Context: an optimization exercise on an open-source flow, tuned for small area, a short achievable clock period and few clock cycles per item. The choices shown serve that exercise and are no tape-out recipe. Function was checked by simulation only, so behaviour that the tests miss may differ from the original.

// density_matrix_rk4_step
module density_matrix_rk4_step
(
   input  logic                  clock,
   input  logic                  reset,
   input  logic                  req_valid,
   output logic                  req_ready,
   input  logic                  req_command,
   input  logic signed [31:0]    req_velocity,
   input  logic signed [31:0]    req_coupling_now,
   input  logic signed [31:0]    req_coupling_next,
   input  logic signed [31:0]    req_lower_energy_now,
   input  logic signed [31:0]    req_lower_energy_next,
   input  logic signed [31:0]    req_upper_energy_now,
   input  logic signed [31:0]    req_upper_energy_next,
   output logic                  rsp_valid,
   input  logic                  rsp_ready,
   output logic signed [31:0]    rsp_pop_lower_re,
   output logic signed [31:0]    rsp_pop_lower_im,
   output logic signed [31:0]    rsp_coher_up_re,
   output logic signed [31:0]    rsp_coher_up_im,
   output logic signed [31:0]    rsp_coher_down_re,
   output logic signed [31:0]    rsp_coher_down_im,
   output logic signed [31:0]    rsp_pop_upper_re,
   output logic signed [31:0]    rsp_pop_upper_im,
   input  logic                  psel,
   input  logic                  penable,
   input  logic                  pwrite,
   input  logic [dmrk_pkg::CSR_ADDR_W-1:0] paddr,
   input  logic [31:0]           pwdata,
   output logic [31:0]           prdata,
   output logic                  pready
);
   logic [30:0]      step_ff;
   logic             rsp_valid_ff, acc_ff;
   logic [7:0][31:0] rho;
   logic             step_wr, start, slot_free;
   logic             core_busy, core_can_start, core_done;
   logic             div_busy;
   logic [30:0]      wt_third, wt_sixth;
   assign pready  = 1'b1;
   assign prdata  = paddr[2] ? 32'd0 : {1'b0, step_ff};
   assign step_wr = psel && penable && pwrite && !paddr[2];
   assign req_ready = !div_busy && !acc_ff && core_can_start && !(core_busy && rsp_valid_ff);
   assign start     = req_valid && req_ready;
   assign slot_free = !rsp_valid_ff || rsp_ready;
   dmrk_wdiv u_wdiv (
      .clock     (clock),
  ...
Settings: LEC_CHECK=0, ABC_CLOCK_PERIOD_IN_PS=6000, CAP_MARGIN=40, CORE_MARGIN=2, CORE_UTILIZATION=40, PLACE_DENSITY=0.6, SETUP_SLACK_MARGIN=5, SLEW_MARGIN=30; clock period 12.0 ns.
run.sh (not shown) runs the stock make flow with config.mk's settings and CLKGATE_MAP_FILE= SYNTH_SCRIPT=/design/flow/synth_recipe.tcl, a recipe that flattens the netlist after the stock synthesis.
Testbench counts at the start, summed over its fixed seeds: cycles 37,298, steps 1,600.
Edit:
--- a/flow/design.v
+++ b/flow/design.v
@@ -6245,28 +6245,28 @@
       logic [32:0] f_b2;
       always_comb begin
          fs64 = {16'd0, fs_ff[L]};
          fc64 = {16'd0, fc_ff[L]};
          f_t  = fs_ff[L] + fc_ff[L] + {47'd0, fc16_ff[L]};
          fb1  = {{23{eq_ff[L][32]}}, eq_ff[L], 8'd0};
          fs1  = dmrk_pkg::csa_s(fs64, fc64, fb1);
          fc1  = dmrk_pkg::csa_c(fs64, fc64, fb1);
          f_u1 = fs1[47:0] + fc1[47:0] + {47'd0, fc16_ff[L]};
-         fb2  = {{23{eq_ff[L][32]}}, eq_ff[L], 8'd0} + ((L == 0) ? 64'h100 : 64'd0);
+         fb2  = {{23{eq_ff[L][32]}}, eq_ff[L], 8'd0};
          fns  = (L == 0) ? ~fs64 : fs64;
          fnc  = (L == 0) ? ~fc64 : fc64;
          fs2  = dmrk_pkg::csa_s(fns, fnc, fb2);
          fc2  = dmrk_pkg::csa_c(fns, fnc, fb2);
          f_u2 = fs2[47:0] + fc2[47:0] + ((L == 0) ? {47'd0, ~fc16_ff[L]} : {47'd0, fc16_ff[L]});
          f_ovf   = (f_t[47:39] != {9{f_t[39]}});
          f_r[L]  = dmrk_pkg::sat40(f_t[47:8]);
          f_d1[L] = f_ovf ? dmrk_pkg::sat_ext(f_t[47], eq_ff[L]) : dmrk_pkg::sat40(f_u1[47:8]);
-         f_b2    = (L == 0) ? eq_ff[L] + 33'd1 : eq_ff[L];
+         f_b2    = eq_ff[L];
          f_d2[L] = f_ovf ? dmrk_pkg::sat_ext((L == 0) ? !f_t[47] : f_t[47], f_b2)
                          : dmrk_pkg::sat40(f_u2[47:8]);
       end
       logic [63:0] hbp, hk, hkb, hs1, hc1, hs2, hc2, hs3, hc3;
       logic [63:0] h_t, h_u, h_tn, h_un;
       logic        h_ovf, h_ovfn;
       always_comb begin
          hbp  = {{8{hbp_ff[L][31]}}, hbp_ff[L], 24'd0};
          hk   = {{31{hk_ff[L][32]}}, hk_ff[L]};
@@ -6384,19 +6384,19 @@
          vg_ff <= f_r[0];
       end
       for (int L = 0; L < 2; L++) begin
          if (prep_d) f_ff[L] <= dmrk_pkg::sat_sub(y_ff[L], y_ff[6 + L]);
          if (prep_s) s_ff[L] <= dmrk_pkg::sat_add(y_ff[2 + L], y_ff[4 + L]);
          case (f_op2_ff)
             F_E1: eq_ff[L] <= (L == 0) ? {f_r[L][31], f_r[L]} : -{f_r[L][31], f_r[L]};
             F_Q: begin
                d1_ff[L] <= f_d1[L];
-               eq_ff[L] <= {f_r[L][31], f_r[L]};
+               eq_ff[L] <= (L == 0) ? {f_r[L][31], f_r[L]} + 33'd1 : {f_r[L][31], f_r[L]};
             end
             F_P:  p_ff[L]  <= f_r[L];
             F_E2: d2_ff[L] <= f_d2[L];
             default: ;
          endcase
       end
    end
    always_ff @(posedge clock) begin
       if (reset) begin
Result:
- clock skew rises by 0.0071 ns
- global-route usage falls by 0.41 points
- utilization rises by 0.87 points
- via count rises slightly
- cell area rises slightly
- wire length falls slightly
- non-clock buffer count rises by 251
- critical path depth rises by 1
- setup slack loses 0.023 ns
- hold slack gains 0.065 ns
- first-iteration DRC count rises by a few percent
- cell count is about the same
- area after synthesis falls slightly
Testbench counts after the change, summed over its fixed seeds: cycles 37,298, steps 1,600.

-- what the ideal ports hide --
In the flow no input, the clock included, has a driving cell. The finished layouts below were timed again as built, in two steps. Step 1, drivers: a clkbuf_16 drives clock and a buf_2 each remaining input, both assumed. Step 2 moves the port delays by t, midway between the first and last clock arrival at a register: inputs arrive t later, outputs are due t later. That takes back most of the time a late clock gives input paths. a / b / c = no drivers / after step 1 / after step 2; a / b = the first two.
run	t, ns	setup WS [ns]	worst register clock-pin slew, ns
the first run	1.112	4.510 / 4.510 / 4.510	0.07 / 0.07
the second run	1.144	4.487 / 4.487 / 4.487	0.09 / 0.09
After both steps setup and hold are still met in every run listed.
